From an optimization exercise on the open Yosys and OpenROAD flow, aimed at small area, a short achievable clock period and few clock cycles; shortcuts taken in it are not production practice.
Function was checked by simulation only, so behaviour that the tests miss may differ from the original.
No activity file was given, so power comes from the tool's default toggle rates.

==> design/flow/design.v <==
`default_nettype none
package pfti_pkg;
    localparam int IndexBits = 31;
    localparam int CountBits = 16;
    localparam int FaceBits  = 30;
    localparam int PaddrBits = 3;
    localparam int PdataBits = 32;
    localparam logic [PaddrBits-1:0] CfgAddrFlip = 3'd0;
    localparam logic FuncHeader = 1'b0;
    localparam logic FuncVertex = 1'b1;
    localparam logic [1:0] HideNone  = 2'd0;
    localparam logic [1:0] HideFirst = 2'd1;
    localparam logic [1:0] HideLast  = 2'd2;
    localparam logic [1:0] HideBoth  = 2'd3;
    localparam int ItemBits = 1 + CountBits + 1 + IndexBits;
    localparam int ResultBits = 3 * IndexBits + FaceBits + 2 + IndexBits;
    localparam logic [1:0] FAN_SINGLE = 2'd0;
    localparam logic [1:0] FAN_FIRST  = 2'd1;
    localparam logic [1:0] FAN_MIDDLE = 2'd2;
    localparam logic [1:0] FAN_LAST   = 2'd3;
    localparam int JobBits = 3 * IndexBits + FaceBits + 2 + IndexBits + CountBits;
endpackage
`default_nettype wire
`default_nettype none
module pfti_front (
    input  wire                            clk,
    input  wire                            rst_n,
    input  wire                            item_valid,
    output logic                           item_ready,
    input  wire [pfti_pkg::ItemBits-1:0]   item_data,
    input  wire                            queue_full,
    output logic                           job_push,
    output logic [pfti_pkg::JobBits-1:0]   job_data
);
    localparam int IndexBits = pfti_pkg::IndexBits;
    localparam int CountBits = pfti_pkg::CountBits;
    localparam int FaceBits  = pfti_pkg::FaceBits;
    logic                 item_func;
    logic [CountBits-1:0] item_count;
    logic                 item_hole;
    logic [IndexBits-1:0] item_index;
    assign {item_func, item_count, item_hole, item_index} = item_data;
    logic                 header_seen_reg, header_seen_next;
    logic [FaceBits-1:0]  face_counter_reg, face_counter_next;
    logic [CountBits-1:0] face_size_reg, face_size_next;
    logic                 hole_mark_reg, hole_mark_next;
    logic [CountBits-1:0] vertex_position_reg, vertex_position_next;
    logic [IndexBits-1:0] edge_base_reg, edge_base_next;
    logic [IndexBits-1:0] fan_origin_reg, fan_origin_next;
    logic [IndexBits-1:0] previous_vertex_reg, previous_vertex_next;
    logic                 accept;
    logic                 live;
    logic [1:0]           job_kind;
    logic [CountBits-1:0] job_tri_num;
    assign item_ready = !queue_full;
    assign accept     = item_valid && item_ready;
    assign job_data = {fan_origin_reg, previous_vertex_reg, item_index, face_counter_reg,
                       job_kind, edge_base_reg, job_tri_num};
    always_comb
    begin
        header_seen_next     = header_seen_reg;
        face_counter_next    = face_counter_reg;
        face_size_next       = face_size_reg;
        hole_mark_next       = hole_mark_reg;
        vertex_position_next = vertex_position_reg;
        edge_base_next       = edge_base_reg;
        fan_origin_next      = fan_origin_reg;
        previous_vertex_next = previous_vertex_reg;
        job_push             = 1'b0;
        live                 = header_seen_reg && (vertex_position_reg < face_size_reg);
        job_tri_num = vertex_position_reg - CountBits'(2);
        if (face_size_reg == CountBits'(3))
            job_kind = pfti_pkg::FAN_SINGLE;
        else if (vertex_position_reg == CountBits'(2))
            job_kind = pfti_pkg::FAN_FIRST;
        else if (vertex_position_reg == face_size_reg - CountBits'(1))
            job_kind = pfti_pkg::FAN_LAST;
        else
            job_kind = pfti_pkg::FAN_MIDDLE;
        if (accept)
        begin
            if (item_func == pfti_pkg::FuncHeader)
            begin
                if (header_seen_reg)
                begin
                    face_counter_next = face_counter_reg + FaceBits'(1);
                    edge_base_next    = edge_base_reg + IndexBits'(face_size_reg);
                end
                header_seen_next     = 1'b1;
                face_size_next       = item_count;
                hole_mark_next       = item_hole;
                vertex_position_next = '0;
            end
            else if (live)
            begin
                vertex_position_next = vertex_position_reg + CountBits'(1);
                previous_vertex_next = item_index;
                if (vertex_position_reg == '0)
                    fan_origin_next = item_index;
                job_push = (vertex_position_reg >= CountBits'(2))
                        && (face_size_reg >= CountBits'(3)) && !hole_mark_reg;
            end
        end
    end
    always_ff @(posedge clk or negedge rst_n)
    begin
        if (!rst_n)
        begin
            header_seen_reg     <= 1'b0;
            face_counter_reg    <= '0;
            face_size_reg       <= '0;
            hole_mark_reg       <= 1'b0;
            vertex_position_reg <= '0;
            edge_base_reg       <= '0;
            fan_origin_reg      <= '0;
            previous_vertex_reg <= '0;
        end
        else
        begin
            header_seen_reg     <= header_seen_next;
            face_counter_reg    <= face_counter_next;
            face_size_reg       <= face_size_next;
            hole_mark_reg       <= hole_mark_next;
            vertex_position_reg <= vertex_position_next;
            edge_base_reg       <= edge_base_next;
            fan_origin_reg      <= fan_origin_next;
            previous_vertex_reg <= previous_vertex_next;
        end
    end
endmodule
`default_nettype wire
`default_nettype none
module pfti_queue (
    input  wire                           clk,
    input  wire                           rst_n,
    input  wire                           push,
    input  wire [pfti_pkg::JobBits-1:0]   push_data,
    input  wire                           pop,
    output logic                          full,
    output logic                          not_empty,
    output logic [pfti_pkg::JobBits-1:0]  head
);
    logic [pfti_pkg::JobBits-1:0] mem0_reg;
    logic [pfti_pkg::JobBits-1:0] mem1_reg;
    logic                         wr_ptr_reg, wr_ptr_next;
    logic                         rd_ptr_reg, rd_ptr_next;
    logic [1:0]                   count_reg, count_next;
    assign full      = (count_reg == 2'd2);
    assign not_empty = (count_reg != 2'd0);
    assign head      = rd_ptr_reg ? mem1_reg : mem0_reg;
    always_comb
    begin
        wr_ptr_next = push ? !wr_ptr_reg : wr_ptr_reg;
        rd_ptr_next = pop  ? !rd_ptr_reg : rd_ptr_reg;
        count_next  = count_reg + 2'(push) - 2'(pop);
    end
    always_ff @(posedge clk)
    begin
        if (push && !wr_ptr_reg)
            mem0_reg <= push_data;
        if (push && wr_ptr_reg)
            mem1_reg <= push_data;
    end
    always_ff @(posedge clk or negedge rst_n)
    begin
        if (!rst_n)
        begin
            wr_ptr_reg <= 1'b0;
            rd_ptr_reg <= 1'b0;
            count_reg  <= 2'd0;
        end
        else
        begin
            wr_ptr_reg <= wr_ptr_next;
            rd_ptr_reg <= rd_ptr_next;
            count_reg  <= count_next;
        end
    end
endmodule
`default_nettype wire
`default_nettype none
module pfti_back (
    input  wire                              clk,
    input  wire                              rst_n,
    input  wire                              flip_winding,
    input  wire                              job_valid,
    input  wire [pfti_pkg::JobBits-1:0]      job_data,
    output logic                             job_pop,
    output logic                             result_valid,
    input  wire                              result_ready,
    output logic [pfti_pkg::ResultBits-1:0]  result_data
);
    localparam int IndexBits = pfti_pkg::IndexBits;
    localparam int CountBits = pfti_pkg::CountBits;
    localparam int FaceBits  = pfti_pkg::FaceBits;
    logic [IndexBits-1:0] job_origin;
    logic [IndexBits-1:0] job_prev;
    logic [IndexBits-1:0] job_cur;
    logic [FaceBits-1:0]  job_face;
    logic [1:0]           job_kind;
    logic [IndexBits-1:0] job_base;
    logic [CountBits-1:0] job_tri_num;
    assign {job_origin, job_prev, job_cur, job_face, job_kind, job_base, job_tri_num} = job_data;
    logic                           out_valid_reg, out_valid_next;
    logic [pfti_pkg::ResultBits-1:0] out_data_reg, out_data_next;
    logic [IndexBits-1:0] corner_a;
    logic [IndexBits-1:0] corner_b;
    logic [IndexBits-1:0] corner_c;
    logic [1:0]           hidden_edges;
    logic [IndexBits-1:0] edge_number;
    assign job_pop      = job_valid && (!out_valid_reg || result_ready);
    assign result_valid = out_valid_reg;
    assign result_data  = out_data_reg;
    assign out_data_next = {corner_a, corner_b, corner_c, job_face, hidden_edges, edge_number};
    always_comb
    begin
        out_valid_next = out_valid_reg;
        if (result_ready)
            out_valid_next = 1'b0;
        if (job_pop)
            out_valid_next = 1'b1;
        corner_a    = job_origin;
        corner_b    = flip_winding ? job_prev : job_cur;
        corner_c    = flip_winding ? job_cur  : job_prev;
        edge_number = job_base + IndexBits'(job_tri_num) + IndexBits'(1);
        case (job_kind)
            pfti_pkg::FAN_SINGLE:
            begin
                hidden_edges = pfti_pkg::HideNone;
                edge_number  = job_base;
            end
            pfti_pkg::FAN_FIRST:
            begin
                hidden_edges = pfti_pkg::HideFirst;
                if (flip_winding)
                begin
                    corner_a = job_prev;
                    corner_b = job_cur;
                    corner_c = job_origin;
                end
            end
            pfti_pkg::FAN_LAST:
            begin
                hidden_edges = pfti_pkg::HideLast;
                if (flip_winding)
                begin
                    corner_a = job_cur;
                    corner_b = job_origin;
                    corner_c = job_prev;
                end
            end
            default:
                hidden_edges = pfti_pkg::HideBoth;
        endcase
    end
    always_ff @(posedge clk)
    begin
        if (job_pop)
            out_data_reg <= out_data_next;
    end
    always_ff @(posedge clk or negedge rst_n)
    begin
        if (!rst_n)
            out_valid_reg <= 1'b0;
        else
            out_valid_reg <= out_valid_next;
    end
endmodule
`default_nettype wire
`default_nettype none
module polygon_fan_triangle_indexer (
    input  wire                                  clk,
    input  wire                                  rst_n,
    input  wire                                  item_valid,
    output logic                                 item_ready,
    input  wire [pfti_pkg::ItemBits-1:0]         item_data,
    output logic                                 result_valid,
    input  wire                                  result_ready,
    output logic [pfti_pkg::ResultBits-1:0]      result_data,
    input  wire                                  psel,
    input  wire                                  penable,
    input  wire                                  pwrite,
    input  wire [pfti_pkg::PaddrBits-1:0]        paddr,
    input  wire [pfti_pkg::PdataBits-1:0]        pwdata,
    output logic [pfti_pkg::PdataBits-1:0]       prdata,
    output logic                                 pready
);
    logic flip_winding_reg, flip_winding_next;
    logic cfg_write;
    logic job_push;
    logic [pfti_pkg::JobBits-1:0] job_in;
    logic queue_full;
    logic job_valid;
    logic [pfti_pkg::JobBits-1:0] job_head;
    logic job_pop;
    assign pready    = 1'b1;
    assign cfg_write = psel && penable && pwrite && pready && (paddr == pfti_pkg::CfgAddrFlip);
    assign prdata    = (paddr == pfti_pkg::CfgAddrFlip) ? pfti_pkg::PdataBits'(flip_winding_reg) : '0;
    always_comb
    begin
        flip_winding_next = cfg_write ? pwdata[0] : flip_winding_reg;
    end
    always_ff @(posedge clk or negedge rst_n)
    begin
        if (!rst_n)
            flip_winding_reg <= 1'b0;
        else
            flip_winding_reg <= flip_winding_next;
    end
    pfti_front u_front (
        .clk        (clk),
        .rst_n      (rst_n),
        .item_valid (item_valid),
        .item_ready (item_ready),
        .item_data  (item_data),
        .queue_full (queue_full),
        .job_push   (job_push),
        .job_data   (job_in)
    );
    pfti_queue u_queue (
        .clk       (clk),
        .rst_n     (rst_n),
        .push      (job_push),
        .push_data (job_in),
        .pop       (job_pop),
        .full      (queue_full),
        .not_empty (job_valid),
        .head      (job_head)
    );
    pfti_back u_back (
        .clk          (clk),
        .rst_n        (rst_n),
        .flip_winding (flip_winding_reg),
        .job_valid    (job_valid),
        .job_data     (job_head),
        .job_pop      (job_pop),
        .result_valid (result_valid),
        .result_ready (result_ready),
        .result_data  (result_data)
    );
endmodule
`default_nettype wire
==> design/flow/run.sh <==
#!/bin/bash
# synth_recipe.tcl (not shown) runs the flow's synth.tcl, then flattens the netlist and writes it again
# the make line also repeats each setting of config.mk as NAME=value (left out here)
make -C /OpenROAD-flow-scripts/flow DESIGN_CONFIG=/design/flow/config.mk WORK_HOME=/design/flow/orfs CLKGATE_MAP_FILE= SYNTH_SCRIPT=/design/flow/synth_recipe.tcl finish
==> design/flow/config.mk <==
export PLATFORM = sky130hd
export DESIGN_NAME = polygon_fan_triangle_indexer
export DESIGN_NICKNAME = polygon_fan_triangle_indexer
export VERILOG_FILES = /design/flow/design.v
export SDC_FILE = /design/flow/constraint.sdc
export NUM_CORES = 4
export LEC_CHECK = 0
export CAP_MARGIN = 20
export CORE_MARGIN = 2
export CORE_UTILIZATION = 40
export SLEW_MARGIN = 20
==> design/flow/constraint.sdc <==
create_clock -name core_clock -period 4.0 [get_ports {clk}]
set_input_delay 0.8000 -clock core_clock [delete_from_list [all_inputs] [get_ports {clk}]]
set_output_delay 0.8000 -clock core_clock [all_outputs]
set_load 0.01 [all_outputs]
==> impl_summary.log <==
INFO  metric outcome = no timing/DRC/antenna violations
INFO  metric tritoncts.num_buffers = between 70 and 80
INFO  metric grt_first_pass_wirelength = around 97 mm
INFO  metric fin_crit_sh = 0.919
INFO  metric flip_flop_and_latch_count_after_synthesis = approximately 660
INFO  metric total_power = between 20 and 30 mW
INFO  metric worst_ep_arrival_time = just under 4 ns
INFO  metric globalRouteTotalUtil = 0.167
INFO  metric number_of_drc_markers_in_iteration_0 = 1,271
INFO  metric worst-r2r-cell-count = 10
INFO  metric detail_route.wl_per_cell = approximately 19 microns
INFO  metric max_cap_viol_count = 0
INFO  metric clkSlewWorstSetupHoldPaths = 0.06 ns
INFO  metric finalHoldViolCount = 0
INFO  metric viasPerCell = approximately 5.3
INFO  metric ys_seq_area_frac = 0.661
INFO  metric remaining_drc_errors = 0
INFO  metric die_y = ~270 microns
INFO  metric synth.cell_area = ~29,000 sq um
INFO  metric num_vias = about 17,000
INFO  metric synth.lib_cells_used.distinct = 68
INFO  metric cts_tree = yes
INFO  metric synth_largest_area_cell = sky130_fd_sc_hd__edfxtp_1
INFO  metric final_antenna_net_count = 0
INFO  metric timing.critical_path.fanout_max = 25
INFO  metric synth.yosys.warnings = 4
INFO  metric portBuffers = 218
INFO  metric critPathKind = register to register
INFO  metric power.leakage = ~13 nW
INFO  metric h_tree_depth_reported_by_cts = 3
INFO  metric worst_r2r_endpoint = u_queue.mem1_reg[31]
INFO  metric max_clock_freq = ~270 MHz
INFO  metric holdBufCountCts = 0
INFO  metric cts_post_setup_buffers_inserted = 0
INFO  metric ctsLongestPathBuffers = 3
INFO  metric clockRootBuffer = sky130_fd_sc_hd__clkbuf_16
INFO  metric synth_cells = around 2,000
INFO  metric initial_antenna_violation_count = 1
INFO  metric place.detailed.instances = ~3,100
INFO  metric setup_slack = around 0.32 ns
INFO  metric worstReg2RegStart = u_front.face_size_reg[9]
INFO  metric layout-drive-gt1-share = 0.160
INFO  metric critPathLaunchType = register
INFO  metric dieArea = 74,400 sq um
INFO  metric gp_congestion = ~0.86
INFO  metric maxSlewViolCount = 0
INFO  metric number_of_global_route_vias_before_repair = ~17,000
INFO  metric pin_count = 282
INFO  metric syn_area_per_cell = between 10 and 15 sq um
INFO  metric numClockSinks = around 660
INFO  metric asyncSetResetFlopFracSynth = 0.246
INFO  metric die-width = roughly 270 microns
INFO  metric max_slew.worst_pin.slew = between 0.9 and 1 ns
INFO  metric insertion_delay = 0.60 ns
INFO  metric grt_start_max_net_pins = 150
INFO  metric cts_repair_resize_count = 0
INFO  metric rows = about 100
INFO  metric rsz_0062_raised_after_global_routing = false
INFO  metric detailed_place_hpwl = ~42 mm
INFO  metric synth.area.top_cells = sky130_fd_sc_hd__edfxtp_1 (52%), sky130_fd_sc_hd__dfrtp_1 (14%), sky130_fd_sc_hd__mux2_2 (6.0%)
INFO  metric clock_period_minus_worst_slack = ~3.7 ns
INFO  metric powerDensity = 757 nW/um^2
INFO  metric initial_core_util = 0.404
INFO  metric wl = 63.1 mm
INFO  metric stdcell_count = about 3,200
INFO  metric synth-edff-count = 500
INFO  metric timing.slew.headroom = 0.339
INFO  metric tns = 0 ns
INFO  metric worst_hold_path_type = input port to asynchronous set/reset pin
INFO  metric first_pass_iters = 7
INFO  metric synth_top_flop_cell = sky130_fd_sc_hd__edfxtp_1
INFO  metric clock-skew-final = ~0.018 ns
INFO  metric grt_overflow_total = 0
INFO  metric final_util = 0.492
INFO  metric synth.top_cell.area_share = 0.520
INFO  metric core_area = 71,500 sq um
INFO  metric critical_path_required = approximately 4.3 ns
INFO  metric report.final.setup_viol = 0
INFO  metric design.final.nets = 2,382
INFO  metric rrSetupSlack = about 0.32 ns
INFO  metric areaGrowthSynthToFinish = 21.6%
INFO  metric pre_cts_ws = 0.126 ns
INFO  metric peak_ir_drop_on_the_vdd_network = 0.406 mV
INFO  metric endpoint_kind = register
## how the worst max path moves through the flow
stage	startpoint	to	slack [ns]	cells past startpoint
after floorplan	u_front.face_size_reg[14]	u_queue.mem0_reg[0]	-1.40	9
after global placement	item_valid	u_queue.mem0_reg[98]	0.15	8
after detailed placement	item_valid	u_queue.mem0_reg[98]	0.13	8
after CTS	u_front.face_size_reg[9]	u_queue.mem0_reg[170]	0.35	10
after global routing	u_front.face_size_reg[9]	u_queue.mem0_reg[150]	0.18	10
final	u_front.face_size_reg[9]	u_queue.mem1_reg[31]	0.32	10
## routing by layer
metal / up-vias / share of wire / track usage
li1: 8005 / - / -
met4: 0 / 0.022 / 0.0499
met5: - / 0 / 0
met3: 92 / 0.051 / 0.0288
met2: 473 / 0.49 / 0.281
met1: 8494 / 0.44 / 0.222
## report_power, final
group	internal (mW)	switching [mW]
clock	4.26	2.73
sequential	9.69	0.984
combinational	4.26	4.69
## worst max-delay path, cell delays in order, from the launching register on
cell and delay, ns:
sky130_fd_sc_hd__dfrtp_1 0.50, sky130_fd_sc_hd__inv_1 0.14, sky130_fd_sc_hd__ha_1 0.31, sky130_fd_sc_hd__a21oi_1 0.12, sky130_fd_sc_hd__o21ai_0 0.11, sky130_fd_sc_hd__a221o_1 0.36
sky130_fd_sc_hd__or4_2 0.71, sky130_fd_sc_hd__a2111o_1 0.45, sky130_fd_sc_hd__nor2_4 0.19, sky130_fd_sc_hd__buf_12 0.25, sky130_fd_sc_hd__buf_12 0.22
## stage by stage
step	cell area, sq um	hold slack [ns]
floorplan	29100	0.435
global placement	32600	0.442
detailed placement	32600	0.450
CTS	35100	0.277
global route	35100	0.300
finish	35100	0.264
## area by class of cell
class | instances | area, sq um
Sequential cell | 663 | 19100
Multi-Input combinational cell | 1163 | 9210
Timing Repair Buffer | 284 | 2920
Antenna cell | 1 | 2.50
Fill cell | 6047 | 36300
Tap cell | 950 | 1190
Clock inverter | 48 | 592
Inverter | 43 | 169
Clock buffer | 87 | 1960
## kinds of logic after synthesis
family,synth area share
other,0.000260
buffers and inverters,0.0276
AOI/OAI and AO/OA,0.0971
xor gates and xnor gates,0.0379
muxes,0.0890
and+or+nand+nor,0.0596
adders and majority gates,0.0278
DFF,0.661
## cell usage in the layout, fill, tap and decap left out, types with 10 or more instances in the layout
cell | Yosys | final
sky130_fd_sc_hd__dfrtp_1 | 163 | 161
sky130_fd_sc_hd__bufinv_16 | 0 | 11
sky130_fd_sc_hd__nand2b_1 | 11 | 11
sky130_fd_sc_hd__mux2i_1 | 14 | 14
sky130_fd_sc_hd__ha_1 | 61 | 56
sky130_fd_sc_hd__nor3_1 | 18 | 18
sky130_fd_sc_hd__nand4_1 | 32 | 32
sky130_fd_sc_hd__nand2_1 | 101 | 101
sky130_fd_sc_hd__clkbuf_16 | 0 | 75
sky130_fd_sc_hd__inv_1 | 43 | 39
sky130_fd_sc_hd__a21o_1 | 12 | 12
sky130_fd_sc_hd__and3_1 | 17 | 16
sky130_fd_sc_hd__nor2_1 | 59 | 56
sky130_fd_sc_hd__xnor2_1 | 76 | 76
sky130_fd_sc_hd__mux2_1 | 62 | 62
sky130_fd_sc_hd__clkinv_2 | 0 | 16
sky130_fd_sc_hd__o21ai_0 | 63 | 62
sky130_fd_sc_hd__clkdlybuf4s50_1 | 0 | 217
sky130_fd_sc_hd__edfxtp_1 | 500 | 500
sky130_fd_sc_hd__nor4_1 | 10 | 10
sky130_fd_sc_hd__xor2_1 | 49 | 49
sky130_fd_sc_hd__a22o_1 | 186 | 186
sky130_fd_sc_hd__buf_12 | 0 | 19
sky130_fd_sc_hd__mux2_2 | 154 | 154
sky130_fd_sc_hd__conb_1 | 2 | 32
sky130_fd_sc_hd__buf_4 | 35 | 47
sky130_fd_sc_hd__nor2b_1 | 19 | 19
sky130_fd_sc_hd__nand3_1 | 43 | 43
sky130_fd_sc_hd__a21oi_1 | 40 | 39
## cells in the mapped netlist, drive strengths merged, types with 8 or more instances
| cell type | n |
|---|---|
| nor4 | 11 |
| a21oi | 40 |
| and2 | 8 |
| nor3 | 18 |
| nand2 | 101 |
| xnor2 | 76 |
| mux2i | 14 |
| inv | 43 |
| buf | 58 |
| edfxtp | 500 |
| dfrtp | 163 |
| ha | 61 |
| nand3 | 43 |
| and3 | 17 |
| xor2 | 49 |
| o21ai | 65 |
| mux2 | 216 |
| nor2b | 19 |
| nand2b | 11 |
| a22o | 186 |
| a21o | 12 |
| nor2 | 60 |
| clkbuf | 74 |
| nand4 | 32 |
Testbench counts, summed over its fixed seeds: cycles 36,904.

static timing again, ports no longer ideal:
No port has a modelled driver above. Below, the same layout with a new extraction and two added sets of constraints.
Step 1 assumes that a clkbuf_16 drives the clock port and a buf_2 every other input.
Step 2 also shifts input and output timing later by t, the mid clock arrival at the registers, as if the neighbouring blocks saw the same clock.
Slacks: ideal / step 1 / step 2; pairs: ideal / step 1.
t (ns): 0.653
setup slack, ns: 0.322 / 0.322 / 0.118
cell pins on the clock port's net: 1
After both steps this run still meets setup and hold. The setup slack of this run moves by 0.000 ns with the drivers and by -0.204 ns with both steps.
